Background: an optimization exercise with open tools, aiming at small area, a short achievable clock period and few clock cycles. Do not read the settings as production practice.
RTL that was checked went through simulation tests only; none was proved equivalent to the original.
No functional check of the RTL was part of run 2.
Power and IR drop assume default switching activity.

==> flow/design.v (outline; a module is shown in full before it is edited, if it fits) <==
// module alu_arbiter: 990 lines
module alu_arbiter #(
  parameter int MUL_LAT = 3
) (
  input  logic        clk,
  input  logic        reset,
  input  logic        i_reqA_valid,
  input  logic        i_reqB_valid,
  output logic        o_reqA_ready,
  output logic        o_reqB_ready,
  input  logic [31:0] i_reqA_op1,
  input  logic [31:0] i_reqA_op2,
  input  logic [31:0] i_reqB_op1,
  input  logic [31:0] i_reqB_op2,
  input  logic [3:0]  i_reqA_sel,
  input  logic [3:0]  i_reqB_sel,
  output logic        o_rsp_valid,
  input  logic        i_rsp_ready,
  output logic        o_rsp_id,
  output logic [31:0] o_rsp_data,
  output logic        o_rsp_zflag,
  output logic        o_busy
);
  // ...
==> flow/flow/run.sh <==
#!/bin/bash
# Standard ORFS layout with two changes:
#  - after the standard synthesis, polarity.py removes inverters (it picks the
#    polarity of each full adder and XOR gate, both of which can absorb an
#    inversion, and splits half adders whose inputs are both inverted);
#    registers, ports and all other cells are unchanged;
#  - the port buffers are buf_1 cells (the resizer may upsize them) instead
#    of the default delay-buffer cell.
set -euo pipefail
R=orfs/results/${FLOW_PLATFORM}/alu_arbiter/base
bash standard.sh synth > log_synth.txt 2>&1
python3 flow/polarity.py $R/1_2_yosys.v $R/1_2_yosys.pol.v > log_polarity.txt 2>&1
mv $R/1_2_yosys.pol.v $R/1_2_yosys.v
rm -f $R/1_synth.odb $R/1_synth.sdc
bash standard.sh BUFFER_PORTS_ARGS="-buffer_cell sky130_fd_sc_hd__buf_1" finish > log_layout.txt 2>&1
==> flow/flow/polarity.py <==
#!/usr/bin/env python3
"""Remove inverters from a Yosys/ABC gate netlist of sky130hd cells without
touching its registers or ports.

  * A full adder is self-dual: FA(~a, ~b, ~c) = (~sum, ~carry), so each
    full-adder cell may be used in inverted form.
  * An XOR/XNOR gate absorbs an inversion of any input or of its output by
    swapping xor2 <-> xnor2 (same size).
  * A half adder whose two inputs both come through inverters computes
    (x ^ y, ~(x | y)): it becomes an xor2 and a nor2 of x and y.

The script picks the polarity of every full adder and XOR gate so that as few
signals as possible need an inverter, then rebuilds the inverters (one per
signal that needs its complement).  Registers, ports and all other cells stay
as they are.

usage: polarity.py IN.v OUT.v
"""
import random
import re
import sys
from collections import defaultdict

P = "sky130_fd_sc_hd__"
FA_RE = re.compile(P + r"fa_\d+$")
HA_RE = re.compile(P + r"ha_\d+$")
XOR_RE = re.compile(P + r"x(n?)or2_(\d+)$")
INV_RE = re.compile(P + r"(inv|clkinv)_\d+$")
OUT_PINS = {"X", "Y", "Q", "Q_N", "SUM", "COUT", "HI", "LO"}

src = open(sys.argv[1]).read()
inst_re = re.compile(r"^  (" + P + r"\w+) (\S+)\s+\((.*?)\n  \);\n", re.S | re.M)

cells = {}
order = []
spans = {}
for m in inst_re.finditer(src):
    typ, name, body = m.group(1), m.group(2), m.group(3)
    pins = {}
    for pm in re.finditer(r"\.(\w+)\(([^()]*)\)", body):
        pins[pm.group(1)] = pm.group(2).strip()
    cells[name] = [typ, pins]
    order.append(name)
    spans[name] = (m.start(), m.end())

ports = set()
for m in re.finditer(r"^\s*(input|output)\s+(\[[^\]]*\]\s*)?(\S+);", src, re.M):
    ports.add(m.group(3))


def is_port_net(n):
    return n.split("[")[0].strip() in ports or n in ports


k = [0]


def fresh(prefix):
    k[0] += 1
    return f"_pol_{prefix}{k[0]}_"


new_wires = []
added = {}          # new cells: name -> [type, pins]


def maps():
    driver, loads = {}, defaultdict(list)
    for name, (typ, pins) in list(cells.items()) + list(added.items()):
        for p, n in pins.items():
            if p in OUT_PINS:
                driver[n] = name
            else:
                loads[n].append((name, p))
    return driver, loads


def allcells():
    return {**cells, **added}


# ---- half adders with both inputs inverted -> xor2 + nor2
driver, loads = maps()
n_ha = 0
for name in list(cells):
    typ, pins = cells[name]
    if not HA_RE.match(typ):
        continue
    da, db = driver.get(pins["A"]), driver.get(pins["B"])
    if not (da and db and INV_RE.match(allcells()[da][0]) and INV_RE.match(allcells()[db][0])):
        continue
    x = allcells()[da][1]["A"]
    y = allcells()[db][1]["A"]
    cells[name] = [P + "xor2_1", {"A": x, "B": y, "X": pins["SUM"]}]
    added[fresh("nor")] = [P + "nor2_1", {"A": x, "B": y, "Y": pins["COUT"]}]
    n_ha += 1

# ---- signal model
cellsall = allcells()
driver, loads = maps()
inv_cells = {n for n, (t, _) in cellsall.items() if INV_RE.match(t)}


def root_of(net):
    par = 0
    for _ in range(16):
        d = driver.get(net)
        if d is None or d not in inv_cells:
            break
        net = cellsall[d][1]["A"]
        par ^= 1
    return net, par


req = defaultdict(list)       # root -> [cell, pin, parity]
for name, (typ, pins) in cellsall.items():
    if name in inv_cells:
        continue
    for p, n in pins.items():
        if p in OUT_PINS:
            continue
        r, par = root_of(n)
        req[r].append([name, p, par])

# roots whose inverter tree drives a port (or that are ports) stay as they are
fixed = set()
for n in list(driver):
    if is_port_net(n):
        fixed.add(root_of(n)[0])
for r in req:
    if is_port_net(r):
        fixed.add(r)

kind = {}
for name, (typ, _) in cellsall.items():
    if FA_RE.match(typ):
        kind[name] = "fa"
    elif XOR_RE.match(typ):
        kind[name] = "x"
flip = {n: 0 for n in kind}

drv_var = {}                  # root -> cell whose flip inverts it
for n, kd in kind.items():
    pins = cellsall[n][1]
    for p in (("SUM", "COUT") if kd == "fa" else ("X", "Y")):
        if p in pins:
            drv_var[pins[p]] = n
in_roots = defaultdict(set)   # cell -> roots feeding it
for r, L in req.items():
    for c, p, par in L:
        if c in kind:
            in_roots[c].add(r)

blocked = set()
for n, kd in kind.items():
    outs = [r for r, c in drv_var.items() if c == n]
    if any(r in fixed or r not in req for r in outs):
        blocked.add(n)
    if kd == "fa" and any(r in fixed for r in in_roots[n]):
        blocked.add(n)


def need(r, c, par):
    """does this load want the complement of root r's current value?"""
    if kind.get(c) == "x":
        return 0
    e = par
    if kind.get(c) == "fa" and flip[c]:
        e ^= 1
    d = drv_var.get(r)
    if d is not None and flip[d]:
        e ^= 1
    return e


def cost(r):
    for c, p, par in req[r]:
        if need(r, c, par):
            return 1
    return 0


def affected(n):
    rs = {r for r, c in drv_var.items() if c == n and r in req}
    if kind[n] == "fa":
        rs |= in_roots[n]
    return rs


# out-roots per variable (for speed)
outs_of = defaultdict(list)
for r, c in drv_var.items():
    if r in req:
        outs_of[c].append(r)


def affected_fast(n):
    rs = set(outs_of[n])
    if kind[n] == "fa":
        rs |= in_roots[n]
    return rs


free = [n for n in kind if n not in blocked]
before = sum(cost(r) for r in req)


def try_flip(n):
    rs = affected_fast(n)
    c0 = sum(cost(r) for r in rs)
    flip[n] ^= 1
    c1 = sum(cost(r) for r in rs)
    return c1 - c0


for _ in range(30):
    ch = 0
    for n in free:
        d = try_flip(n)
        if d < 0:
            ch += 1
        else:
            flip[n] ^= 1
    if not ch:
        break

# simulated annealing from the greedy result
rng = random.Random(1)
cur = sum(cost(r) for r in req)
best, best_flip = cur, dict(flip)
T = 1.0
steps = 40000
for s in range(steps):
    T = 1.0 * (1 - s / steps) + 0.02
    n = rng.choice(free)
    d = try_flip(n)
    if d <= 0 or rng.random() < pow(2.718, -d / T):
        cur += d
        if cur < best:
            best, best_flip = cur, dict(flip)
    else:
        flip[n] ^= 1
flip.update(best_flip)
after = sum(cost(r) for r in req)
print(f"polarity: {n_ha} half adders split; {sum(flip[n] for n in kind if kind[n]=='fa')} "
      f"full adders and {sum(flip[n] for n in kind if kind[n]=='x')} xor gates inverted; "
      f"signals needing a complement {before} -> {after}", file=sys.stderr)

# ---- rebuild the inverters of every root with a changed or inverted load
del_cells = set()
xor_par = defaultdict(int)    # xor cell -> polarity change
for n in kind:
    if kind[n] == "x" and flip[n]:
        xor_par[n] ^= 1

rebuild = set()
for r, L in req.items():
    if r in fixed:
        continue
    d = drv_var.get(r)
    if (d is not None and flip[d]) or any(par or (c in kind and flip[c]) for c, p, par in L):
        rebuild.add(r)

for r in sorted(rebuild):
    invs = [c for (c, p) in loads.get(r, []) if c in inv_cells]
    stack = list(invs)
    while stack:
        c = stack.pop()
        if c in del_cells:
            continue
        del_cells.add(c)
        on = cellsall[c][1]["Y"]
        assert not is_port_net(on), on
        stack.extend(x for (x, p) in loads.get(on, []) if x in inv_cells)
    d = drv_var.get(r)
    rflip = 1 if (d is not None and flip[d]) else 0
    inv_loads = []
    for ent in req[r]:
        c, p, par = ent
        if kind.get(c) == "x":
            # connect straight to the root; the gate absorbs the difference
            xor_par[c] ^= par ^ rflip
            cellsall[c][1][p] = r
            continue
        if need(r, c, par):
            inv_loads.append((c, p))
        else:
            cellsall[c][1][p] = r
    # one inverter per group of at most 8 loads, sized by its load count
    for g in range(0, len(inv_loads), 8):
        grp = inv_loads[g:g + 8]
        inv_net = fresh("n")
        new_wires.append(inv_net)
        size = 1 if len(grp) <= 2 else (2 if len(grp) <= 5 else 4)
        added[fresh("inv")] = [P + f"inv_{size}", {"A": r, "Y": inv_net}]
        for c, p in grp:
            cellsall[c][1][p] = inv_net
    cellsall = allcells()

for c, v in xor_par.items():
    if v:
        typ = cellsall[c][0]
        m = XOR_RE.match(typ)
        newt = P + ("xor2_" if m.group(1) else "xnor2_") + m.group(2)
        pins = cellsall[c][1]
        if m.group(1):          # xnor2 (output Y) -> xor2 (output X)
            pins["X"] = pins.pop("Y")
        else:
            pins["Y"] = pins.pop("X")
        cellsall[c][0] = newt
        if c in cells:
            cells[c][0] = newt
        else:
            added[c][0] = newt


def esc(n):
    return n + " " if n.startswith("\\") else n


def emit(typ, name, pins):
    body = ",\n".join(f"    .{p}({esc(n)})" for p, n in pins.items())
    return f"  {typ} {name} (\n{body}\n  );\n"


out = []
pos = 0
for name in order:
    s, e = spans[name]
    out.append(src[pos:s])
    pos = e
    if name in del_cells:
        continue
    out.append(emit(cells[name][0], name, cells[name][1]))
    if name == order[-1]:
        for nn, (t, pins2) in added.items():
            if nn not in del_cells:
                out.append(emit(t, nn, pins2))
out.append(src[pos:])
text = "".join(out)
idx = text.index("  wire ")
text = text[:idx] + "".join(f"  wire {w};\n" for w in new_wires) + text[idx:]
# safety: every loaded net must have exactly one driver, else keep the input
drv_cnt = defaultdict(int)
loaded = set()
for t, nm, b in re.findall(r"(" + P + r"\w+)\s+(\S+)\s*\((.*?)\);", text, re.S):
    for p, net in re.findall(r"\.(\w+)\(([^)]*)\)", b):
        net = net.strip()
        if p in OUT_PINS:
            drv_cnt[net] += 1
        else:
            loaded.add(net)
bad = [n for n in loaded if drv_cnt[n] != 1 and not is_port_net(n) and not n.startswith("1'b")]
bad += [n for n, v in drv_cnt.items() if v > 1]
if bad:
    print(f"polarity: netlist check failed ({bad[:5]}); keeping the input netlist", file=sys.stderr)
    text = src
open(sys.argv[2], "w").write(text)
n_inv_before = len(inv_cells)
n_inv_after = n_inv_before - len(del_cells & inv_cells) + sum(1 for nn in added if INV_RE.match(added[nn][0]) and nn not in del_cells)
print(f"polarity: inverters {n_inv_before} -> {n_inv_after}", file=sys.stderr)
==> flow/standard.sh <==
#!/bin/bash
# synth_recipe.tcl (not shown) runs the flow's synth.tcl, then flattens the netlist and writes it again
# the make line also repeats each setting of config.mk as NAME=value (left out here)
make -C /OpenROAD-flow-scripts/flow DESIGN_CONFIG=/design/flow/config.mk WORK_HOME=/design/flow/orfs CLKGATE_MAP_FILE= SYNTH_SCRIPT=/design/flow/synth_recipe.tcl "${@:-finish}"
==> flow/config.mk <==
export PLATFORM = sky130hd
export DESIGN_NAME = alu_arbiter
export DESIGN_NICKNAME = alu_arbiter
export VERILOG_FILES = /design/flow/design.v
export SDC_FILE = /design/flow/constraint.sdc
export NUM_CORES = 4
export LEC_CHECK = 0
export ABC_AREA = 1
export ABC_CLOCK_PERIOD_IN_PS = 4700
export CAP_MARGIN = 20
export CORE_MARGIN = 2
export CORE_UTILIZATION = 40
export SETUP_SLACK_MARGIN = 4.8
export SLEW_MARGIN = 20
==> flow/constraint.sdc <==
create_clock -name core_clock -period 9.5 [get_ports {clk}]
set_input_delay 1.9000 -clock core_clock [delete_from_list [all_inputs] [get_ports {clk}]]
set_output_delay 1.9000 -clock core_clock [all_outputs]
set_load 0.01 [all_outputs]
==> results.sh, run 1 <==
export IMPL_die_w_um=235
export IMPL_drtPass1Iterations=8
export IMPL_holdPathStages=0
export IMPL_p_leak_nw=11.3
export IMPL_status="complete, no violations"
export IMPL_power_total_mw=8.92
export IMPL_cts_resized=36
export IMPL_clk_power_mw=0.786
export IMPL_ant_nets=0
export IMPL_clkPwrFrac_pct=8.8
export IMPL_hpwl_um=56700
export IMPL_finClkSkew_ns=0.0140
export IMPL_gr_usage_met2_pct=45.4
export IMPL_setup_viol=0
export IMPL_worst_endpoint_arrival_ns=2.70
export IMPL_hold_ws_ns=0.455
export IMPL_gp_congestion=0.973
export IMPL_clkbuf_count=18
export IMPL_hold_violations=0
export IMPL_avgSynthCellArea_um2=8.50
export IMPL_worstHoldStart="cin1"
export IMPL_pre_cts_slack_ns=4.56
export IMPL_clockBufferDepth=2
export IMPL_critPathLaunchType="primary input"
export IMPL_die_area_um2=55000
Testbench counts, summed over its fixed seeds: cycles 2,416.
==> run 2, diff against run 1 <==
--- a/flow/design.v
+++ b/flow/design.v
@@ -22,5 +22,5 @@
 );
   logic        last_b;       
-  logic        cap_b, cap_v, other_v, stall, acc_ok, accept;
+  logic        cap_b, cap_v, stall, accept;
   logic [31:0] a, b;
   logic [3:0]  sel;
@@ -30,4 +30,5 @@
   logic        v1, id1;      
   logic        pick;         
+  logic        qa, qb;       
   logic [31:0] ma;           
   logic [31:0] ay1;          
@@ -36,11 +37,9 @@
   logic        v2, id2;      
   logic        cin2;
-  assign other_v = id1 ? i_reqA_valid : i_reqB_valid;
   assign cap_b   = v1 ? ~id1 : pick;
   assign cap_v   = cap_b ? i_reqB_valid : i_reqA_valid;
   assign stall        = v2 & ~i_rsp_ready;
-  assign acc_ok       = v1 & ~stall & ~reset & ~(other_v & (last_b == id1));
-  assign o_reqA_ready = acc_ok & ~id1 & i_reqA_valid;
-  assign o_reqB_ready = acc_ok & id1 & i_reqB_valid;
+  assign o_reqA_ready = qa & i_reqA_valid & ~reset & ~stall & (~i_reqB_valid | last_b);
+  assign o_reqB_ready = qb & i_reqB_valid & ~reset & ~stall & (~i_reqA_valid | ~last_b);
   assign accept       = o_reqA_ready | o_reqB_ready;
   assign o_rsp_valid  = v2;
@@ -76,7 +75,11 @@
       pick   <= 1'b0;
       v1     <= 1'b0;
+      qa     <= 1'b0;
+      qb     <= 1'b0;
       v2     <= 1'b0;
     end else begin
       v1 <= cap_v;
+      qa <= cap_v & ~cap_b;
+      qb <= cap_v & cap_b;
       pick <= v1 ? id1 : ~pick;
       if (accept) last_b <= id1;
@@ -125,4 +128,5 @@
   wire pp0_30 = ((bo[0] & ma[30]) | (bt[0] & ma[29])) ^ bn[0];
   wire pp0_31 = ((bo[0] & ma[31]) | (bt[0] & ma[30])) ^ bn[0];
+  wire nb0 = bn[0] | ay1[0];
   wire pp1_0 = (bo[1] & ma[0]) ^ bn[1];
   wire pp1_1 = ((bo[1] & ma[1]) | (bt[1] & ma[0])) ^ bn[1];
@@ -155,4 +159,5 @@
   wire pp1_28 = ((bo[1] & ma[28]) | (bt[1] & ma[27])) ^ bn[1];
   wire pp1_29 = ((bo[1] & ma[29]) | (bt[1] & ma[28])) ^ bn[1];
+  wire nb1 = bn[1] | ay1[2];
   wire pp2_0 = (bo[2] & ma[0]) ^ bn[2];
   wire pp2_1 = ((bo[2] & ma[1]) | (bt[2] & ma[0])) ^ bn[2];
@@ -183,4 +188,5 @@
   wire pp2_26 = ((bo[2] & ma[26]) | (bt[2] & ma[25])) ^ bn[2];
   wire pp2_27 = ((bo[2] & ma[27]) | (bt[2] & ma[26])) ^ bn[2];
+  wire nb2 = bn[2] | ay1[4];
   wire pp3_0 = (bo[3] & ma[0]) ^ bn[3];
   wire pp3_1 = ((bo[3] & ma[1]) | (bt[3] & ma[0])) ^ bn[3];
@@ -209,4 +215,5 @@
   wire pp3_24 = ((bo[3] & ma[24]) | (bt[3] & ma[23])) ^ bn[3];
   wire pp3_25 = ((bo[3] & ma[25]) | (bt[3] & ma[24])) ^ bn[3];
+  wire nb3 = bn[3] | ay1[6];
   wire pp4_0 = (bo[4] & ma[0]) ^ bn[4];
   wire pp4_1 = ((bo[4] & ma[1]) | (bt[4] & ma[0])) ^ bn[4];
@@ -233,4 +240,5 @@
   wire pp4_22 = ((bo[4] & ma[22]) | (bt[4] & ma[21])) ^ bn[4];
   wire pp4_23 = ((bo[4] & ma[23]) | (bt[4] & ma[22])) ^ bn[4];
+  wire nb4 = bn[4] | ay1[8];
   wire pp5_0 = (bo[5] & ma[0]) ^ bn[5];
   wire pp5_1 = ((bo[5] & ma[1]) | (bt[5] & ma[0])) ^ bn[5];
@@ -255,4 +263,5 @@
   wire pp5_20 = ((bo[5] & ma[20]) | (bt[5] & ma[19])) ^ bn[5];
   wire pp5_21 = ((bo[5] & ma[21]) | (bt[5] & ma[20])) ^ bn[5];
+  wire nb5 = bn[5] | ay1[10];
   wire pp6_0 = (bo[6] & ma[0]) ^ bn[6];
   wire pp6_1 = ((bo[6] & ma[1]) | (bt[6] & ma[0])) ^ bn[6];
@@ -275,4 +284,5 @@
   wire pp6_18 = ((bo[6] & ma[18]) | (bt[6] & ma[17])) ^ bn[6];
   wire pp6_19 = ((bo[6] & ma[19]) | (bt[6] & ma[18])) ^ bn[6];
+  wire nb6 = bn[6] | ay1[12];
   wire pp7_0 = (bo[7] & ma[0]) ^ bn[7];
   wire pp7_1 = ((bo[7] & ma[1]) | (bt[7] & ma[0])) ^ bn[7];
@@ -293,4 +303,5 @@
   wire pp7_16 = ((bo[7] & ma[16]) | (bt[7] & ma[15])) ^ bn[7];
   wire pp7_17 = ((bo[7] & ma[17]) | (bt[7] & ma[16])) ^ bn[7];
+  wire nb7 = bn[7] | ay1[14];
   wire pp8_0 = (bo[8] & ma[0]) ^ bn[8];
   wire pp8_1 = ((bo[8] & ma[1]) | (bt[8] & ma[0])) ^ bn[8];
@@ -309,4 +320,5 @@
   wire pp8_14 = ((bo[8] & ma[14]) | (bt[8] & ma[13])) ^ bn[8];
   wire pp8_15 = ((bo[8] & ma[15]) | (bt[8] & ma[14])) ^ bn[8];
+  wire nb8 = bn[8] | ay1[16];
   wire pp9_0 = (bo[9] & ma[0]) ^ bn[9];
   wire pp9_1 = ((bo[9] & ma[1]) | (bt[9] & ma[0])) ^ bn[9];
@@ -323,4 +335,5 @@
   wire pp9_12 = ((bo[9] & ma[12]) | (bt[9] & ma[11])) ^ bn[9];
   wire pp9_13 = ((bo[9] & ma[13]) | (bt[9] & ma[12])) ^ bn[9];
+  wire nb9 = bn[9] | ay1[18];
   wire pp10_0 = (bo[10] & ma[0]) ^ bn[10];
   wire pp10_1 = ((bo[10] & ma[1]) | (bt[10] & ma[0])) ^ bn[10];
@@ -335,4 +348,5 @@
   wire pp10_10 = ((bo[10] & ma[10]) | (bt[10] & ma[9])) ^ bn[10];
   wire pp10_11 = ((bo[10] & ma[11]) | (bt[10] & ma[10])) ^ bn[10];
+  wire nb10 = bn[10] | ay1[20];
   wire pp11_0 = (bo[11] & ma[0]) ^ bn[11];
   wire pp11_1 = ((bo[11] & ma[1]) | (bt[11] & ma[0])) ^ bn[11];
@@ -345,4 +359,5 @@
   wire pp11_8 = ((bo[11] & ma[8]) | (bt[11] & ma[7])) ^ bn[11];
   wire pp11_9 = ((bo[11] & ma[9]) | (bt[11] & ma[8])) ^ bn[11];
+  wire nb11 = bn[11] | ay1[22];
   wire pp12_0 = (bo[12] & ma[0]) ^ bn[12];
   wire pp12_1 = ((bo[12] & ma[1]) | (bt[12] & ma[0])) ^ bn[12];
@@ -353,4 +368,5 @@
   wire pp12_6 = ((bo[12] & ma[6]) | (bt[12] & ma[5])) ^ bn[12];
   wire pp12_7 = ((bo[12] & ma[7]) | (bt[12] & ma[6])) ^ bn[12];
+  wire nb12 = bn[12] | ay1[24];
   wire pp13_0 = (bo[13] & ma[0]) ^ bn[13];
   wire pp13_1 = ((bo[13] & ma[1]) | (bt[13] & ma[0])) ^ bn[13];
@@ -359,36 +375,54 @@
   wire pp13_4 = ((bo[13] & ma[4]) | (bt[13] & ma[3])) ^ bn[13];
   wire pp13_5 = ((bo[13] & ma[5]) | (bt[13] & ma[4])) ^ bn[13];
+  wire nb13 = bn[13] | ay1[26];
   wire pp14_0 = (bo[14] & ma[0]) ^ bn[14];
   wire pp14_1 = ((bo[14] & ma[1]) | (bt[14] & ma[0])) ^ bn[14];
   wire pp14_2 = ((bo[14] & ma[2]) | (bt[14] & ma[1])) ^ bn[14];
   wire pp14_3 = ((bo[14] & ma[3]) | (bt[14] & ma[2])) ^ bn[14];
+  wire nb14 = bn[14] | ay1[28];
   wire pp15_0 = (bo[15] & ma[0]) ^ bn[15];
   wire pp15_1 = ((bo[15] & ma[1]) | (bt[15] & ma[0])) ^ bn[15];
-  wire ts1 = bn[12] ^ pp0_24;
-  wire tc2 = bn[12] & pp0_24;
-  wire ts3 = pp0_25 ^ pp1_23;
-  wire tc4 = pp0_25 & pp1_23;
-  wire ts5 = bn[13] ^ pp0_26 ^ pp1_24;
-  wire tc6 = (bn[13] & pp0_26) | (bn[13] & pp1_24) | (pp0_26 & pp1_24);
+  wire nb15 = bn[15] | ay1[30];
+  wire pa3 = pp1_1 | ay1[3];
+  wire pa5 = pp1_3 | ay1[5];
+  wire pa7 = pp1_5 | ay1[7];
+  wire pa9 = pp1_7 | ay1[9];
+  wire pa11 = pp1_9 | ay1[11];
+  wire pa13 = pp1_11 | ay1[13];
+  wire pa15 = pp1_13 | ay1[15];
+  wire pa17 = pp1_15 | ay1[17];
+  wire pa19 = pp1_17 | ay1[19];
+  wire pa21 = pp1_19 | ay1[21];
+  wire pa23 = pp1_21 | ay1[23];
+  wire pa25 = pp1_23 | ay1[25];
+  wire pa27 = pp1_25 | ay1[27];
+  wire pa29 = pp1_27 | ay1[29];
+  wire pa31 = pp1_29 | ay1[31];
+  wire ts1 = nb12 ^ pp0_24;
+  wire tc2 = nb12 & pp0_24;
+  wire ts3 = pp0_25 ^ pp2_21;
+  wire tc4 = pp0_25 & pp2_21;
+  wire ts5 = nb13 ^ pp0_26 ^ pp1_24;
+  wire tc6 = (nb13 & pp0_26) | (nb13 & pp1_24) | (pp0_26 & pp1_24);
   wire ts7 = pp2_22 ^ pp3_20;
   wire tc8 = pp2_22 & pp3_20;
-  wire ts9 = pp0_27 ^ pp1_25 ^ pp2_23;
-  wire tc10 = (pp0_27 & pp1_25) | (pp0_27 & pp2_23) | (pp1_25 & pp2_23);
-  wire ts11 = pp3_21 ^ pp4_19;
-  wire tc12 = pp3_21 & pp4_19;
-  wire ts13 = bn[14] ^ pp0_28 ^ pp1_26;
-  wire tc14 = (bn[14] & pp0_28) | (bn[14] & pp1_26) | (pp0_28 & pp1_26);
+  wire ts9 = pp0_27 ^ pp2_23 ^ pp3_21;
+  wire tc10 = (pp0_27 & pp2_23) | (pp0_27 & pp3_21) | (pp2_23 & pp3_21);
+  wire ts11 = pp4_19 ^ pp5_17;
+  wire tc12 = pp4_19 & pp5_17;
+  wire ts13 = nb14 ^ pp0_28 ^ pp1_26;
+  wire tc14 = (nb14 & pp0_28) | (nb14 & pp1_26) | (pp0_28 & pp1_26);
   wire ts15 = pp2_24 ^ pp3_22 ^ pp4_20;
   wire tc16 = (pp2_24 & pp3_22) | (pp2_24 & pp4_20) | (pp3_22 & pp4_20);
   wire ts17 = pp5_18 ^ pp6_16;
   wire tc18 = pp5_18 & pp6_16;
-  wire ts19 = pp0_29 ^ pp1_27 ^ pp2_25;
-  wire tc20 = (pp0_29 & pp1_27) | (pp0_29 & pp2_25) | (pp1_27 & pp2_25);
-  wire ts21 = pp3_23 ^ pp4_21 ^ pp5_19;
-  wire tc22 = (pp3_23 & pp4_21) | (pp3_23 & pp5_19) | (pp4_21 & pp5_19);
-  wire ts23 = pp6_17 ^ pp7_15;
-  wire tc24 = pp6_17 & pp7_15;
-  wire ts25 = bn[15] ^ pp0_30 ^ pp1_28;
-  wire tc26 = (bn[15] & pp0_30) | (bn[15] & pp1_28) | (pp0_30 & pp1_28);
+  wire ts19 = pp0_29 ^ pp2_25 ^ pp3_23;
+  wire tc20 = (pp0_29 & pp2_25) | (pp0_29 & pp3_23) | (pp2_25 & pp3_23);
+  wire ts21 = pp4_21 ^ pp5_19 ^ pp6_17;
+  wire tc22 = (pp4_21 & pp5_19) | (pp4_21 & pp6_17) | (pp5_19 & pp6_17);
+  wire ts23 = pp7_15 ^ pp8_13;
+  wire tc24 = pp7_15 & pp8_13;
+  wire ts25 = nb15 ^ pp0_30 ^ pp1_28;
+  wire tc26 = (nb15 & pp0_30) | (nb15 & pp1_28) | (pp0_30 & pp1_28);
   wire ts27 = pp2_26 ^ pp3_24 ^ pp4_22;
   wire tc28 = (pp2_26 & pp3_24) | (pp2_26 & pp4_22) | (pp3_24 & pp4_22);
@@ -397,30 +431,30 @@
   wire ts31 = pp8_14 ^ pp9_12;
   wire tc32 = pp8_14 & pp9_12;
-  wire ts33 = bn[8] ^ pp0_16;
-  wire tc34 = bn[8] & pp0_16;
-  wire ts35 = pp0_17 ^ pp1_15;
-  wire tc36 = pp0_17 & pp1_15;
-  wire ts37 = bn[9] ^ pp0_18 ^ pp1_16;
-  wire tc38 = (bn[9] & pp0_18) | (bn[9] & pp1_16) | (pp0_18 & pp1_16);
+  wire ts33 = nb8 ^ pp0_16;
+  wire tc34 = nb8 & pp0_16;
+  wire ts35 = pp0_17 ^ pp2_13;
+  wire tc36 = pp0_17 & pp2_13;
+  wire ts37 = nb9 ^ pp0_18 ^ pp1_16;
+  wire tc38 = (nb9 & pp0_18) | (nb9 & pp1_16) | (pp0_18 & pp1_16);
   wire ts39 = pp2_14 ^ pp3_12;
   wire tc40 = pp2_14 & pp3_12;
-  wire ts41 = pp0_19 ^ pp1_17 ^ pp2_15;
-  wire tc42 = (pp0_19 & pp1_17) | (pp0_19 & pp2_15) | (pp1_17 & pp2_15);
-  wire ts43 = pp3_13 ^ pp4_11;
-  wire tc44 = pp3_13 & pp4_11;
-  wire ts45 = bn[10] ^ pp0_20 ^ pp1_18;
-  wire tc46 = (bn[10] & pp0_20) | (bn[10] & pp1_18) | (pp0_20 & pp1_18);
+  wire ts41 = pp0_19 ^ pp2_15 ^ pp3_13;
+  wire tc42 = (pp0_19 & pp2_15) | (pp0_19 & pp3_13) | (pp2_15 & pp3_13);
+  wire ts43 = pp4_11 ^ pp5_9;
+  wire tc44 = pp4_11 & pp5_9;
+  wire ts45 = nb10 ^ pp0_20 ^ pp1_18;
+  wire tc46 = (nb10 & pp0_20) | (nb10 & pp1_18) | (pp0_20 & pp1_18);
   wire ts47 = pp2_16 ^ pp3_14 ^ pp4_12;
   wire tc48 = (pp2_16 & pp3_14) | (pp2_16 & pp4_12) | (pp3_14 & pp4_12);
   wire ts49 = pp5_10 ^ pp6_8;
   wire tc50 = pp5_10 & pp6_8;
-  wire ts51 = pp0_21 ^ pp1_19 ^ pp2_17;
-  wire tc52 = (pp0_21 & pp1_19) | (pp0_21 & pp2_17) | (pp1_19 & pp2_17);
-  wire ts53 = pp3_15 ^ pp4_13 ^ pp5_11;
-  wire tc54 = (pp3_15 & pp4_13) | (pp3_15 & pp5_11) | (pp4_13 & pp5_11);
-  wire ts55 = pp6_9 ^ pp7_7;
-  wire tc56 = pp6_9 & pp7_7;
-  wire ts57 = bn[11] ^ pp0_22 ^ pp1_20;
-  wire tc58 = (bn[11] & pp0_22) | (bn[11] & pp1_20) | (pp0_22 & pp1_20);
+  wire ts51 = pp0_21 ^ pp2_17 ^ pp3_15;
+  wire tc52 = (pp0_21 & pp2_17) | (pp0_21 & pp3_15) | (pp2_17 & pp3_15);
+  wire ts53 = pp4_13 ^ pp5_11 ^ pp6_9;
+  wire tc54 = (pp4_13 & pp5_11) | (pp4_13 & pp6_9) | (pp5_11 & pp6_9);
+  wire ts55 = pp7_7 ^ pp8_5;
+  wire tc56 = pp7_7 & pp8_5;
+  wire ts57 = nb11 ^ pp0_22 ^ pp1_20;
+  wire tc58 = (nb11 & pp0_22) | (nb11 & pp1_20) | (pp0_22 & pp1_20);
   wire ts59 = pp2_18 ^ pp3_16 ^ pp4_14;
   wire tc60 = (pp2_18 & pp3_16) | (pp2_18 & pp4_14) | (pp3_16 & pp4_14);
@@ -429,12 +463,12 @@
   wire ts63 = pp8_6 ^ pp9_4;
   wire tc64 = pp8_6 & pp9_4;
-  wire ts65 = pp0_23 ^ pp1_21 ^ pp2_19;
-  wire tc66 = (pp0_23 & pp1_21) | (pp0_23 & pp2_19) | (pp1_21 & pp2_19);
-  wire ts67 = pp3_17 ^ pp4_15 ^ pp5_13;
-  wire tc68 = (pp3_17 & pp4_15) | (pp3_17 & pp5_13) | (pp4_15 & pp5_13);
-  wire ts69 = pp6_11 ^ pp7_9 ^ pp8_7;
-  wire tc70 = (pp6_11 & pp7_9) | (pp6_11 & pp8_7) | (pp7_9 & pp8_7);
-  wire ts71 = pp9_5 ^ pp10_3;
-  wire tc72 = pp9_5 & pp10_3;
+  wire ts65 = pp0_23 ^ pp2_19 ^ pp3_17;
+  wire tc66 = (pp0_23 & pp2_19) | (pp0_23 & pp3_17) | (pp2_19 & pp3_17);
+  wire ts67 = pp4_15 ^ pp5_13 ^ pp6_11;
+  wire tc68 = (pp4_15 & pp5_13) | (pp4_15 & pp6_11) | (pp5_13 & pp6_11);
+  wire ts69 = pp7_9 ^ pp8_7 ^ pp9_5;
+  wire tc70 = (pp7_9 & pp8_7) | (pp7_9 & pp9_5) | (pp8_7 & pp9_5);
+  wire ts71 = pp10_3 ^ pp11_1;
+  wire tc72 = pp10_3 & pp11_1;
   wire ts73 = pp1_22 ^ pp2_20 ^ pp3_18;
   wire tc74 = (pp1_22 & pp2_20) | (pp1_22 & pp3_18) | (pp2_20 & pp3_18);
@@ -445,12 +479,12 @@
   wire ts79 = pp10_4 ^ pp11_2 ^ pp12_0;
   wire tc80 = (pp10_4 & pp11_2) | (pp10_4 & pp12_0) | (pp11_2 & pp12_0);
-  wire ts81 = pp2_21 ^ pp3_19 ^ pp4_17;
-  wire tc82 = (pp2_21 & pp3_19) | (pp2_21 & pp4_17) | (pp3_19 & pp4_17);
-  wire ts83 = pp5_15 ^ pp6_13 ^ pp7_11;
-  wire tc84 = (pp5_15 & pp6_13) | (pp5_15 & pp7_11) | (pp6_13 & pp7_11);
-  wire ts85 = pp8_9 ^ pp9_7 ^ pp10_5;
-  wire tc86 = (pp8_9 & pp9_7) | (pp8_9 & pp10_5) | (pp9_7 & pp10_5);
-  wire ts87 = pp11_3 ^ pp12_1 ^ tc2;
-  wire tc88 = (pp11_3 & pp12_1) | (pp11_3 & tc2) | (pp12_1 & tc2);
+  wire ts81 = pp3_19 ^ pp4_17 ^ pp5_15;
+  wire tc82 = (pp3_19 & pp4_17) | (pp3_19 & pp5_15) | (pp4_17 & pp5_15);
+  wire ts83 = pp6_13 ^ pp7_11 ^ pp8_9;
+  wire tc84 = (pp6_13 & pp7_11) | (pp6_13 & pp8_9) | (pp7_11 & pp8_9);
+  wire ts85 = pp9_7 ^ pp10_5 ^ pp11_3;
+  wire tc86 = (pp9_7 & pp10_5) | (pp9_7 & pp11_3) | (pp10_5 & pp11_3);
+  wire ts87 = pp12_1 ^ pa25 ^ tc2;
+  wire tc88 = (pp12_1 & pa25) | (pp12_1 & tc2) | (pa25 & tc2);
   wire ts89 = pp4_18 ^ pp5_16 ^ pp6_14;
   wire tc90 = (pp4_18 & pp5_16) | (pp4_18 & pp6_14) | (pp5_16 & pp6_14);
@@ -461,10 +495,10 @@
   wire ts95 = pp13_0 ^ tc4 ^ ts7;
   wire tc96 = (pp13_0 & tc4) | (pp13_0 & ts7) | (tc4 & ts7);
-  wire ts97 = pp5_17 ^ pp6_15 ^ pp7_13;
-  wire tc98 = (pp5_17 & pp6_15) | (pp5_17 & pp7_13) | (pp6_15 & pp7_13);
-  wire ts99 = pp8_11 ^ pp9_9 ^ pp10_7;
-  wire tc100 = (pp8_11 & pp9_9) | (pp8_11 & pp10_7) | (pp9_9 & pp10_7);
-  wire ts101 = pp11_5 ^ pp12_3 ^ pp13_1;
-  wire tc102 = (pp11_5 & pp12_3) | (pp11_5 & pp13_1) | (pp12_3 & pp13_1);
+  wire ts97 = pp6_15 ^ pp7_13 ^ pp8_11;
+  wire tc98 = (pp6_15 & pp7_13) | (pp6_15 & pp8_11) | (pp7_13 & pp8_11);
+  wire ts99 = pp9_9 ^ pp10_7 ^ pp11_5;
+  wire tc100 = (pp9_9 & pp10_7) | (pp9_9 & pp11_5) | (pp10_7 & pp11_5);
+  wire ts101 = pp12_3 ^ pp13_1 ^ pa27;
+  wire tc102 = (pp12_3 & pp13_1) | (pp12_3 & pa27) | (pp13_1 & pa27);
   wire ts103 = tc8 ^ ts11 ^ tc6;
   wire tc104 = (tc8 & ts11) | (tc8 & tc6) | (ts11 & tc6);
@@ -477,10 +511,10 @@
   wire ts111 = ts17 ^ tc10 ^ ts13;
   wire tc112 = (ts17 & tc10) | (ts17 & ts13) | (tc10 & ts13);
-  wire ts113 = pp8_13 ^ pp9_11 ^ pp10_9;
-  wire tc114 = (pp8_13 & pp9_11) | (pp8_13 & pp10_9) | (pp9_11 & pp10_9);
-  wire ts115 = pp11_7 ^ pp12_5 ^ pp13_3;
-  wire tc116 = (pp11_7 & pp12_5) | (pp11_7 & pp13_3) | (pp12_5 & pp13_3);
-  wire ts117 = pp14_1 ^ tc18 ^ ts23;
-  wire tc118 = (pp14_1 & tc18) | (pp14_1 & ts23) | (tc18 & ts23);
+  wire ts113 = pp9_11 ^ pp10_9 ^ pp11_7;
+  wire tc114 = (pp9_11 & pp10_9) | (pp9_11 & pp11_7) | (pp10_9 & pp11_7);
+  wire ts115 = pp12_5 ^ pp13_3 ^ pp14_1;
+  wire tc116 = (pp12_5 & pp13_3) | (pp12_5 & pp14_1) | (pp13_3 & pp14_1);
+  wire ts117 = pa29 ^ tc18 ^ ts23;
+  wire tc118 = (pa29 & tc18) | (pa29 & ts23) | (tc18 & ts23);
   wire ts119 = tc14 ^ tc16 ^ ts19;
   wire tc120 = (tc14 & tc16) | (tc14 & ts19) | (tc16 & ts19);
@@ -493,28 +527,28 @@
   wire ts127 = tc22 ^ ts25 ^ ts27;
   wire tc128 = (tc22 & ts25) | (tc22 & ts27) | (ts25 & ts27);
-  wire ts129 = bn[5] ^ pp0_10;
-  wire tc130 = bn[5] & pp0_10;
-  wire ts131 = pp0_11 ^ pp1_9;
-  wire tc132 = pp0_11 & pp1_9;
-  wire ts133 = bn[6] ^ pp0_12 ^ pp1_10;
-  wire tc134 = (bn[6] & pp0_12) | (bn[6] & pp1_10) | (pp0_12 & pp1_10);
+  wire ts129 = nb5 ^ pp0_10;
+  wire tc130 = nb5 & pp0_10;
+  wire ts131 = pp0_11 ^ pp2_7;
+  wire tc132 = pp0_11 & pp2_7;
+  wire ts133 = nb6 ^ pp0_12 ^ pp1_10;
+  wire tc134 = (nb6 & pp0_12) | (nb6 & pp1_10) | (pp0_12 & pp1_10);
   wire ts135 = pp2_8 ^ pp3_6;
   wire tc136 = pp2_8 & pp3_6;
-  wire ts137 = pp0_13 ^ pp1_11 ^ pp2_9;
-  wire tc138 = (pp0_13 & pp1_11) | (pp0_13 & pp2_9) | (pp1_11 & pp2_9);
-  wire ts139 = pp3_7 ^ pp4_5;
-  wire tc140 = pp3_7 & pp4_5;
-  wire ts141 = bn[7] ^ pp0_14 ^ pp1_12;
-  wire tc142 = (bn[7] & pp0_14) | (bn[7] & pp1_12) | (pp0_14 & pp1_12);
+  wire ts137 = pp0_13 ^ pp2_9 ^ pp3_7;
+  wire tc138 = (pp0_13 & pp2_9) | (pp0_13 & pp3_7) | (pp2_9 & pp3_7);
+  wire ts139 = pp4_5 ^ pp5_3;
+  wire tc140 = pp4_5 & pp5_3;
+  wire ts141 = nb7 ^ pp0_14 ^ pp1_12;
+  wire tc142 = (nb7 & pp0_14) | (nb7 & pp1_12) | (pp0_14 & pp1_12);
   wire ts143 = pp2_10 ^ pp3_8 ^ pp4_6;
   wire tc144 = (pp2_10 & pp3_8) | (pp2_10 & pp4_6) | (pp3_8 & pp4_6);
   wire ts145 = pp5_4 ^ pp6_2;
   wire tc146 = pp5_4 & pp6_2;
-  wire ts147 = pp0_15 ^ pp1_13 ^ pp2_11;
-  wire tc148 = (pp0_15 & pp1_13) | (pp0_15 & pp2_11) | (pp1_13 & pp2_11);
-  wire ts149 = pp3_9 ^ pp4_7 ^ pp5_5;
-  wire tc150 = (pp3_9 & pp4_7) | (pp3_9 & pp5_5) | (pp4_7 & pp5_5);
-  wire ts151 = pp6_3 ^ pp7_1;
-  wire tc152 = pp6_3 & pp7_1;
+  wire ts147 = pp0_15 ^ pp2_11 ^ pp3_9;
+  wire tc148 = (pp0_15 & pp2_11) | (pp0_15 & pp3_9) | (pp2_11 & pp3_9);
+  wire ts149 = pp4_7 ^ pp5_5 ^ pp6_3;
+  wire tc150 = (pp4_7 & pp5_5) | (pp4_7 & pp6_3) | (pp5_5 & pp6_3);
+  wire ts151 = pp7_1 ^ pa15;
+  wire tc152 = pp7_1 & pa15;
   wire ts153 = pp1_14 ^ pp2_12 ^ pp3_10;
   wire tc154 = (pp1_14 & pp2_12) | (pp1_14 & pp3_10) | (pp2_12 & pp3_10);
@@ -523,10 +557,10 @@
   wire ts157 = pp7_2 ^ pp8_0 ^ ts33;
   wire tc158 = (pp7_2 & pp8_0) | (pp7_2 & ts33) | (pp8_0 & ts33);
-  wire ts159 = pp2_13 ^ pp3_11 ^ pp4_9;
-  wire tc160 = (pp2_13 & pp3_11) | (pp2_13 & pp4_9) | (pp3_11 & pp4_9);
-  wire ts161 = pp5_7 ^ pp6_5 ^ pp7_3;
-  wire tc162 = (pp5_7 & pp6_5) | (pp5_7 & pp7_3) | (pp6_5 & pp7_3);
-  wire ts163 = pp8_1 ^ tc34 ^ ts35;
-  wire tc164 = (pp8_1 & tc34) | (pp8_1 & ts35) | (tc34 & ts35);
+  wire ts159 = pp3_11 ^ pp4_9 ^ pp5_7;
+  wire tc160 = (pp3_11 & pp4_9) | (pp3_11 & pp5_7) | (pp4_9 & pp5_7);
+  wire ts161 = pp6_5 ^ pp7_3 ^ pp8_1;
+  wire tc162 = (pp6_5 & pp7_3) | (pp6_5 & pp8_1) | (pp7_3 & pp8_1);
+  wire ts163 = pa17 ^ tc34 ^ ts35;
+  wire tc164 = (pa17 & tc34) | (pa17 & ts35) | (tc34 & ts35);
   wire ts165 = pp4_10 ^ pp5_8 ^ pp6_6;
   wire tc166 = (pp4_10 & pp5_8) | (pp4_10 & pp6_6) | (pp5_8 & pp6_6);
@@ -535,8 +569,8 @@
   wire ts169 = tc36 ^ ts39 ^ ts37;
   wire tc170 = (tc36 & ts39) | (tc36 & ts37) | (ts39 & ts37);
-  wire ts171 = pp5_9 ^ pp6_7 ^ pp7_5;
-  wire tc172 = (pp5_9 & pp6_7) | (pp5_9 & pp7_5) | (pp6_7 & pp7_5);
-  wire ts173 = pp8_3 ^ pp9_1 ^ tc40;
-  wire tc174 = (pp8_3 & pp9_1) | (pp8_3 & tc40) | (pp9_1 & tc40);
+  wire ts171 = pp6_7 ^ pp7_5 ^ pp8_3;
+  wire tc172 = (pp6_7 & pp7_5) | (pp6_7 & pp8_3) | (pp7_5 & pp8_3);
+  wire ts173 = pp9_1 ^ pa19 ^ tc40;
+  wire tc174 = (pp9_1 & pa19) | (pp9_1 & tc40) | (pa19 & tc40);
   wire ts175 = ts43 ^ tc38 ^ ts41;
   wire tc176 = (ts43 & tc38) | (ts43 & ts41) | (tc38 & ts41);
@@ -547,6 +581,6 @@
   wire ts181 = tc42 ^ ts45 ^ ts47;
   wire tc182 = (tc42 & ts45) | (tc42 & ts47) | (ts45 & ts47);
-  wire ts183 = pp8_5 ^ pp9_3 ^ pp10_1;
-  wire tc184 = (pp8_5 & pp9_3) | (pp8_5 & pp10_1) | (pp9_3 & pp10_1);
+  wire ts183 = pp9_3 ^ pp10_1 ^ pa21;
+  wire tc184 = (pp9_3 & pp10_1) | (pp9_3 & pa21) | (pp10_1 & pa21);
   wire ts185 = tc50 ^ ts55 ^ tc46;
   wire tc186 = (tc50 & ts55) | (tc50 & tc46) | (ts55 & tc46);
@@ -559,6 +593,6 @@
   wire ts193 = ts57 ^ ts59 ^ ts61;
   wire tc194 = (ts57 & ts59) | (ts57 & ts61) | (ts59 & ts61);
-  wire ts195 = pp11_1 ^ tc64 ^ ts71;
-  wire tc196 = (pp11_1 & tc64) | (pp11_1 & ts71) | (tc64 & ts71);
+  wire ts195 = pa23 ^ tc64 ^ ts71;
+  wire tc196 = (pa23 & tc64) | (pa23 & ts71) | (tc64 & ts71);
   wire ts197 = tc58 ^ tc60 ^ tc62;
   wire tc198 = (tc58 & tc60) | (tc58 & tc62) | (tc60 & tc62);
@@ -591,6 +625,6 @@
   wire ts225 = ts15 ^ tc98 ^ tc100;
   wire tc226 = (ts15 & tc98) | (ts15 & tc100) | (tc98 & tc100);
-  wire ts227 = tc102 ^ ts105 ^ ts107;
-  wire tc228 = (tc102 & ts105) | (tc102 & ts107) | (ts105 & ts107);
+  wire ts227 = ts105 ^ ts107 ^ tc102;
+  wire tc228 = (ts105 & ts107) | (ts105 & tc102) | (ts107 & tc102);
   wire ts229 = ts109 ^ tc104 ^ ts111;
   wire tc230 = (ts109 & tc104) | (ts109 & ts111) | (tc104 & ts111);
@@ -607,30 +641,30 @@
   wire ts241 = tc120 ^ ts125 ^ ts127;
   wire tc242 = (tc120 & ts125) | (tc120 & ts127) | (ts125 & ts127);
-  wire ts243 = bn[3] ^ pp0_6;
-  wire tc244 = bn[3] & pp0_6;
-  wire ts245 = pp0_7 ^ pp1_5;
-  wire tc246 = pp0_7 & pp1_5;
-  wire ts247 = bn[4] ^ pp0_8 ^ pp1_6;
-  wire tc248 = (bn[4] & pp0_8) | (bn[4] & pp1_6) | (pp0_8 & pp1_6);
+  wire ts243 = nb3 ^ pp0_6;
+  wire tc244 = nb3 & pp0_6;
+  wire ts245 = pp0_7 ^ pp2_3;
+  wire tc246 = pp0_7 & pp2_3;
+  wire ts247 = nb4 ^ pp0_8 ^ pp1_6;
+  wire tc248 = (nb4 & pp0_8) | (nb4 & pp1_6) | (pp0_8 & pp1_6);
   wire ts249 = pp2_4 ^ pp3_2;
   wire tc250 = pp2_4 & pp3_2;
-  wire ts251 = pp0_9 ^ pp1_7 ^ pp2_5;
-  wire tc252 = (pp0_9 & pp1_7) | (pp0_9 & pp2_5) | (pp1_7 & pp2_5);
-  wire ts253 = pp3_3 ^ pp4_1;
-  wire tc254 = pp3_3 & pp4_1;
+  wire ts251 = pp0_9 ^ pp2_5 ^ pp3_3;
+  wire tc252 = (pp0_9 & pp2_5) | (pp0_9 & pp3_3) | (pp2_5 & pp3_3);
+  wire ts253 = pp4_1 ^ pa9;
+  wire tc254 = pp4_1 & pa9;
   wire ts255 = pp1_8 ^ pp2_6 ^ pp3_4;
   wire tc256 = (pp1_8 & pp2_6) | (pp1_8 & pp3_4) | (pp2_6 & pp3_4);
   wire ts257 = pp4_2 ^ pp5_0 ^ ts129;
   wire tc258 = (pp4_2 & pp5_0) | (pp4_2 & ts129) | (pp5_0 & ts129);
-  wire ts259 = pp2_7 ^ pp3_5 ^ pp4_3;
-  wire tc260 = (pp2_7 & pp3_5) | (pp2_7 & pp4_3) | (pp3_5 & pp4_3);
-  wire ts261 = pp5_1 ^ tc130 ^ ts131;
-  wire tc262 = (pp5_1 & tc130) | (pp5_1 & ts131) | (tc130 & ts131);
+  wire ts259 = pp3_5 ^ pp4_3 ^ pp5_1;
+  wire tc260 = (pp3_5 & pp4_3) | (pp3_5 & pp5_1) | (pp4_3 & pp5_1);
+  wire ts261 = pa11 ^ tc130 ^ ts131;
+  wire tc262 = (pa11 & tc130) | (pa11 & ts131) | (tc130 & ts131);
   wire ts263 = pp4_4 ^ pp5_2 ^ pp6_0;
   wire tc264 = (pp4_4 & pp5_2) | (pp4_4 & pp6_0) | (pp5_2 & pp6_0);
   wire ts265 = tc132 ^ ts135 ^ ts133;
   wire tc266 = (tc132 & ts135) | (tc132 & ts133) | (ts135 & ts133);
-  wire ts267 = pp5_3 ^ pp6_1 ^ tc136;
-  wire tc268 = (pp5_3 & pp6_1) | (pp5_3 & tc136) | (pp6_1 & tc136);
+  wire ts267 = pp6_1 ^ pa13 ^ tc136;
+  wire tc268 = (pp6_1 & pa13) | (pp6_1 & tc136) | (pa13 & tc136);
   wire ts269 = ts139 ^ tc134 ^ ts137;
   wire tc270 = (ts139 & tc134) | (ts139 & ts137) | (tc134 & ts137);
@@ -695,6 +729,6 @@
   wire ts329 = ts227 ^ tc224 ^ ts229;
   wire tc330 = (ts227 & tc224) | (ts227 & ts229) | (tc224 & ts229);
-  wire ts331 = tc226 ^ tc228 ^ ts231;
-  wire tc332 = (tc226 & tc228) | (tc226 & ts231) | (tc228 & ts231);
+  wire ts331 = tc226 ^ ts231 ^ tc228;
+  wire tc332 = (tc226 & ts231) | (tc226 & tc228) | (ts231 & tc228);
   wire ts333 = ts233 ^ tc230 ^ ts235;
   wire tc334 = (ts233 & tc230) | (ts233 & ts235) | (tc230 & ts235);
@@ -703,12 +737,12 @@
   wire ts337 = ts239 ^ tc236 ^ ts241;
   wire tc338 = (ts239 & tc236) | (ts239 & ts241) | (tc236 & ts241);
-  wire ts339 = bn[2] ^ pp0_4;
-  wire tc340 = bn[2] & pp0_4;
-  wire ts341 = pp0_5 ^ pp1_3;
-  wire tc342 = pp0_5 & pp1_3;
+  wire ts339 = nb2 ^ pp0_4;
+  wire tc340 = nb2 & pp0_4;
+  wire ts341 = pp0_5 ^ pp2_1;
+  wire tc342 = pp0_5 & pp2_1;
   wire ts343 = pp1_4 ^ pp2_2 ^ pp3_0;
   wire tc344 = (pp1_4 & pp2_2) | (pp1_4 & pp3_0) | (pp2_2 & pp3_0);
-  wire ts345 = pp2_3 ^ pp3_1 ^ tc244;
-  wire tc346 = (pp2_3 & pp3_1) | (pp2_3 & tc244) | (pp3_1 & tc244);
+  wire ts345 = pp3_1 ^ pa7 ^ tc244;
+  wire tc346 = (pp3_1 & pa7) | (pp3_1 & tc244) | (pa7 & tc244);
   wire ts347 = pp4_0 ^ tc246 ^ ts249;
   wire tc348 = (pp4_0 & tc246) | (pp4_0 & ts249) | (tc246 & ts249);
@@ -757,12 +791,12 @@
   wire ts391 = tc332 ^ ts335 ^ tc334;
   wire tc392 = (tc332 & ts335) | (tc332 & tc334) | (ts335 & tc334);
-  wire ts393 = bn[1] ^ pp0_2;
-  wire tc394 = bn[1] & pp0_2;
-  wire ts395 = pp0_3 ^ pp1_1;
-  wire tc396 = pp0_3 & pp1_1;
+  wire ts393 = nb1 ^ pp0_2;
+  wire tc394 = nb1 & pp0_2;
+  wire ts395 = pp0_3 ^ pa3;
+  wire tc396 = pp0_3 & pa3;
   wire ts397 = pp1_2 ^ pp2_0 ^ ts339;
   wire tc398 = (pp1_2 & pp2_0) | (pp1_2 & ts339) | (pp2_0 & ts339);
-  wire ts399 = pp2_1 ^ tc340 ^ ts341;
-  wire tc400 = (pp2_1 & tc340) | (pp2_1 & ts341) | (tc340 & ts341);
+  wire ts399 = pa5 ^ tc340 ^ ts341;
+  wire tc400 = (pa5 & tc340) | (pa5 & ts341) | (tc340 & ts341);
   wire ts401 = ts243 ^ tc342 ^ ts343;
   wire tc402 = (ts243 & tc342) | (ts243 & ts343) | (tc342 & ts343);
@@ -815,17 +849,17 @@
   wire ts449 = ts337 ^ tc390 ^ ts391;
   wire tc450 = (ts337 & tc390) | (ts337 & ts391) | (tc390 & ts391);
-  wire tx451 = pp0_31 ^ pp1_29;
-  wire tx452 = pp2_27 ^ pp3_25;
-  wire tx453 = pp4_23 ^ pp5_21;
-  wire tx454 = pp6_19 ^ pp7_17;
-  wire tx455 = pp8_15 ^ pp9_13;
-  wire tx456 = pp10_11 ^ pp11_9;
-  wire tx457 = pp12_7 ^ pp13_5;
-  wire tx458 = pp14_3 ^ pp15_1;
+  wire tx451 = pp0_31 ^ pp2_27;
+  wire tx452 = pp3_25 ^ pp4_23;
+  wire tx453 = pp5_21 ^ pp6_19;
+  wire tx454 = pp7_17 ^ pp8_15;
+  wire tx455 = pp9_13 ^ pp10_11;
+  wire tx456 = pp11_9 ^ pp12_7;
+  wire tx457 = pp13_5 ^ pp14_3;
+  wire tx458 = pp15_1 ^ pa31;
   wire tx459 = tx451 ^ tx452;
   wire tx460 = tx453 ^ tx454;
   wire tx461 = tx455 ^ tx456;
-  wire tx462 = tx457 ^ tx458;
-  wire tx463 = tc32 ^ tc26;
+  wire tx462 = tx457 ^ tc32;
+  wire tx463 = tx458 ^ tc26;
   wire tx464 = tc28 ^ tc30;
   wire tx465 = tc122 ^ tc124;
@@ -912,67 +946,67 @@
       id2  <= id1;
       cin2 <= cin1;
-      r0_0 <= bn[0] | ay1[0];
+      r0_0 <= nb0;
       r0_1 <= pp0_0;
-      r1_0 <= pp0_1;
-      r1_1 <= ay1[1];
-      r2_0 <= pp1_0 | ay1[2];
+      r1_0 <= ay1[1];
+      r1_1 <= pp0_1;
+      r2_0 <= pp1_0;
       r2_1 <= ts393;
-      r3_0 <= tc394 | ay1[3];
+      r3_0 <= tc394;
       r3_1 <= ts395;
-      r4_0 <= tc396 | ay1[4];
+      r4_0 <= tc396;
       r4_1 <= ts397;
-      r5_0 <= tc398 | ay1[5];
+      r5_0 <= tc398;
       r5_1 <= ts399;
-      r6_0 <= tc400 | ay1[6];
+      r6_0 <= tc400;
       r6_1 <= ts401;
-      r7_0 <= tc402 | ay1[7];
+      r7_0 <= tc402;
       r7_1 <= ts403;
-      r8_0 <= tc404 | ay1[8];
+      r8_0 <= tc404;
       r8_1 <= ts405;
-      r9_0 <= tc406 | ay1[9];
+      r9_0 <= tc406;
       r9_1 <= ts407;
-      r10_0 <= tc408 | ay1[10];
+      r10_0 <= tc408;
       r10_1 <= ts409;
-      r11_0 <= tc410 | ay1[11];
+      r11_0 <= tc410;
       r11_1 <= ts411;
-      r12_0 <= tc412 | ay1[12];
+      r12_0 <= tc412;
       r12_1 <= ts413;
-      r13_0 <= tc414 | ay1[13];
+      r13_0 <= tc414;
       r13_1 <= ts415;
-      r14_0 <= tc416 | ay1[14];
+      r14_0 <= tc416;
       r14_1 <= ts417;
-      r15_0 <= tc418 | ay1[15];
+      r15_0 <= tc418;
       r15_1 <= ts419;
-      r16_0 <= tc420 | ay1[16];
+      r16_0 <= tc420;
       r16_1 <= ts421;
-      r17_0 <= tc422 | ay1[17];
+      r17_0 <= tc422;
       r17_1 <= ts423;
-      r18_0 <= tc424 | ay1[18];
+      r18_0 <= tc424;
       r18_1 <= ts425;
-      r19_0 <= tc426 | ay1[19];
+      r19_0 <= tc426;
       r19_1 <= ts427;
-      r20_0 <= tc428 | ay1[20];
+      r20_0 <= tc428;
       r20_1 <= ts429;
-      r21_0 <= tc430 | ay1[21];
+      r21_0 <= tc430;
       r21_1 <= ts431;
-      r22_0 <= tc432 | ay1[22];
+      r22_0 <= tc432;
       r22_1 <= ts433;
-      r23_0 <= tc434 | ay1[23];
+      r23_0 <= tc434;
       r23_1 <= ts435;
-      r24_0 <= tc436 | ay1[24];
+      r24_0 <= tc436;
       r24_1 <= ts437;
-      r25_0 <= tc438 | ay1[25];
+      r25_0 <= tc438;
       r25_1 <= ts439;
-      r26_0 <= tc440 | ay1[26];
+      r26_0 <= tc440;
       r26_1 <= ts441;
-      r27_0 <= tc442 | ay1[27];
+      r27_0 <= tc442;
       r27_1 <= ts443;
-      r28_0 <= tc444 | ay1[28];
+      r28_0 <= tc444;
       r28_1 <= ts445;
-      r29_0 <= tc446 | ay1[29];
+      r29_0 <= tc446;
       r29_1 <= ts447;
-      r30_0 <= tc448 | ay1[30];
+      r30_0 <= tc448;
       r30_1 <= ts449;
-      r31_0 <= tc392 | ay1[31];
+      r31_0 <= tc392;
       r31_1 <= tx478;
       r31_2 <= tc450;
==> results.sh, run 2 <==
export IMPL_finClkSkew_ns=0.0201
export IMPL_die_area_um2=54900
export IMPL_grt_pass1_vias=18247
export IMPL_routed_via_density=5.56
export IMPL_slew_headroom_pct=25.7
export IMPL_critPathKind="flop to output port"
export IMPL_avgSynthCellArea_um2=8.49
export IMPL_clockBufferDepth=2
export IMPL_reg2reg_slack_ns=5.02
export IMPL_grt_first_pass_wirelength_um=106000
export IMPL_peakVddDrop_v=0.000236
export IMPL_syn_area_um2=21200
export IMPL_gp_congestion=0.931
export IMPL_cts_tree="done"
export IMPL_wl_per_cell_um=21.3
export IMPL_cpMaxStageDelayCell="edfxtp_1"
export IMPL_drive_gt1_share_pct=12.7
export IMPL_worst_pin_slew_ns=1.11
export IMPL_area_growth_pct=10.9
export IMPL_hold_violations=0
export IMPL_reg_largest_list="ay1 (32), ma (32)"
export IMPL_io_pins=179
export IMPL_cp_end_kind="output port"
export IMPL_setup_viol=0
export IMPL_synth_cells=2500
export IMPL_start_util_pct=40.4
export IMPL_drtPass1Iterations=5
export IMPL_critPathLaunchType="flop"
export IMPL_hpwl_um=51800
export IMPL_powerDensity_nw_per_um2=399
export IMPL_htree_num_levels=4
export IMPL_post_route_min_period_ns=4.62
export IMPL_core_area_um2=52600
export IMPL_overflow=0
export IMPL_met3WireLength_um=5070
export IMPL_grt_antenna_before_repair=0
export IMPL_drtIter0Drc=1624
export IMPL_vias=18353
export IMPL_cts_root_buf="clkbuf_16"
export IMPL_die_h_um=234
export IMPL_status="complete, no violations"
export IMPL_syn_num_nets=2972
export IMPL_routed_wl_um=70100
export IMPL_slew_violations=0
export IMPL_final_cell_mix="319 x nand2_1, 249 x o22ai_1, 242 x xor2_1"
export IMPL_p_leak_nw=11.5
export IMPL_die_w_um=234
export IMPL_ant_nets=0
export IMPL_setup_slack_ns=4.88
export IMPL_cpLargestDelayFamily="compound AO/OA/AOI/OAI gates"
export IMPL_required_ns=7.60
export IMPL_hp_class="flop to flop"
export IMPL_top_layer="met4"
export IMPL_fmax_mhz=216
export IMPL_grtUsageTotal_pct=25.5
export IMPL_pre_cts_slack_ns=4.63
export IMPL_wl_met2_um=32700
export IMPL_clkSlewWorstSetupHoldPaths_ns=0.08
export IMPL_fin_nets=3072
export IMPL_grt_max_degree=83
export IMPL_rsz0062_at_grt="true"
export IMPL_rows=84
export IMPL_setup_tns_ns=0
export IMPL_crit_buf_inv=2
export IMPL_num_antenna_cells=0
export IMPL_min_period_over_period_pct=48.6
export IMPL_final_common_cell="nand2_1"
export IMPL_drc_errors=0
export IMPL_worst_endpoint_arrival_ns=2.72
export IMPL_power_total_mw=9.38
export IMPL_cp_cell_sequence="buf_4 -> ha_1 -> a21oi_1 -> o21ai_0 -> a21oi_2 -> o21ai_4 -> a21boi_1 -> o211ai_1 -> nand2_1 -> buf_1"
export IMPL_max_cap_viol_count=0
export IMPL_cts_buffers=17
export IMPL_yosysWarnings=1
export IMPL_insertion_delay_ns=0.45
export IMPL_portBuffers=178
export IMPL_numClockSinks=187
export IMPL_cpPeakStageDelay_ns=0.49
export IMPL_m1WireLength_um=28900
export IMPL_critPathMaxFanout=3
-- run 2: stage by stage --
stage | util, % | hold slack, ns | instance area, µm² | instances
CTS | 43.9 | 0.423 | 23100 | 3281
global placement | 42.3 | 0.395 | 22200 | 3241
floorplan | - | 0.386 | 21200 | 2500
finish | 44.8 | 0.419 | 23500 | 3301
global route | 44.8 | 0.435 | 23500 | 3301
detailed placement | 42.4 | 0.404 | 22300 | 3242
-- run 2: where the power goes --
part | internal (mW) | switching (mW) | leakage (nW)
Combinational | 2.54 | 4.35 | 9.44
Sequential | 1.38 | 0.348 | 1.77
Clock | 0.380 | 0.382 | 0.295
-- run 2: cell type report --
cell class,count,area (µm²)
Fill cell,5193,29000
Multi-Input combinational cell,1888,15500
Sequential cell,187,4450
Inverter,289,1170
Timing Repair Buffer,217,1000
Tap cell,688,861
Clock buffer,18,429
Clock inverter,14,176
-- run 2: worst reg2reg max path: stages, from the launching register on --
cell and delay (ns):
dfxtp_1 0.32, inv_2 0.43, o22ai_1 0.24, xnor2_1 0.24, fa_1 0.47, fa_1 0.53
fa_1 0.55, fa_1 0.48, fa_1 0.57, fa_1 0.42
-- run 2: layer usage --
layer / global-route usage [%] / vias up
met5: 0 / -
met4: 11.8 / 0
met3: 3.16 / 168
met2: 42.5 / 866
met1: 32.9 / 8862
li1: - / 8457
-- run 2: timing repair --
action,4_1_cts,5_1_grt
resized for setup,23,44
gates cloned,2,0
setup endpoints to repair,24,20
pin swaps,3,13
setup buffers,5,19
hold buffers,0,0
-- run 2: path summary, 6_finish.rpt --
path                       depth (start not counted)              to    from
setup / recovery                                  10  o_rsp_data[20]   r10_0
hold / removal                                     0            r1_0  ay1[1]
setup reg to reg                                   9           r30_1   bt[0]
hold reg to reg                                    0            r1_0  ay1[1]
max in group asynchronous                          2          last_b   reset
min in group asynchronous                          2              qa   reset

-- static timing again, ports no longer ideal --
How much do the figures lean on ideal ports? The routed layouts below were timed once more, with nothing changed but the port constraints.
Step 1 sets driving cells, clkbuf_16 on the clock port and buf_2 on the other inputs (assumed; they add their load-dependent delay and slew).
Step 2, shift: input delay + t, output delay - t, t = (earliest + latest rising clock arrival at the registers) / 2. This alone moves slack from input paths to output paths.
a / b / c = ideal ports / drivers / drivers and shift; a / b = the first two.
| run | t, ns | setup WS [ns] | clock arrival spread, ns | pins driven straight from the clock port |
|---|---|---|---|---|
| run 1 | 0.533 | 4.901 / 4.873 / 4.877 | 0.015 / 0.014 | 1 |
| run 2 | 0.502 | 4.878 / 4.821 / 4.893 | 0.020 / 0.020 | 1 |
After both steps setup and hold are still met in every run listed. For run 1, which loses most, drivers alone change the setup slack by -0.028 ns; drivers and shift together by -0.024 ns.
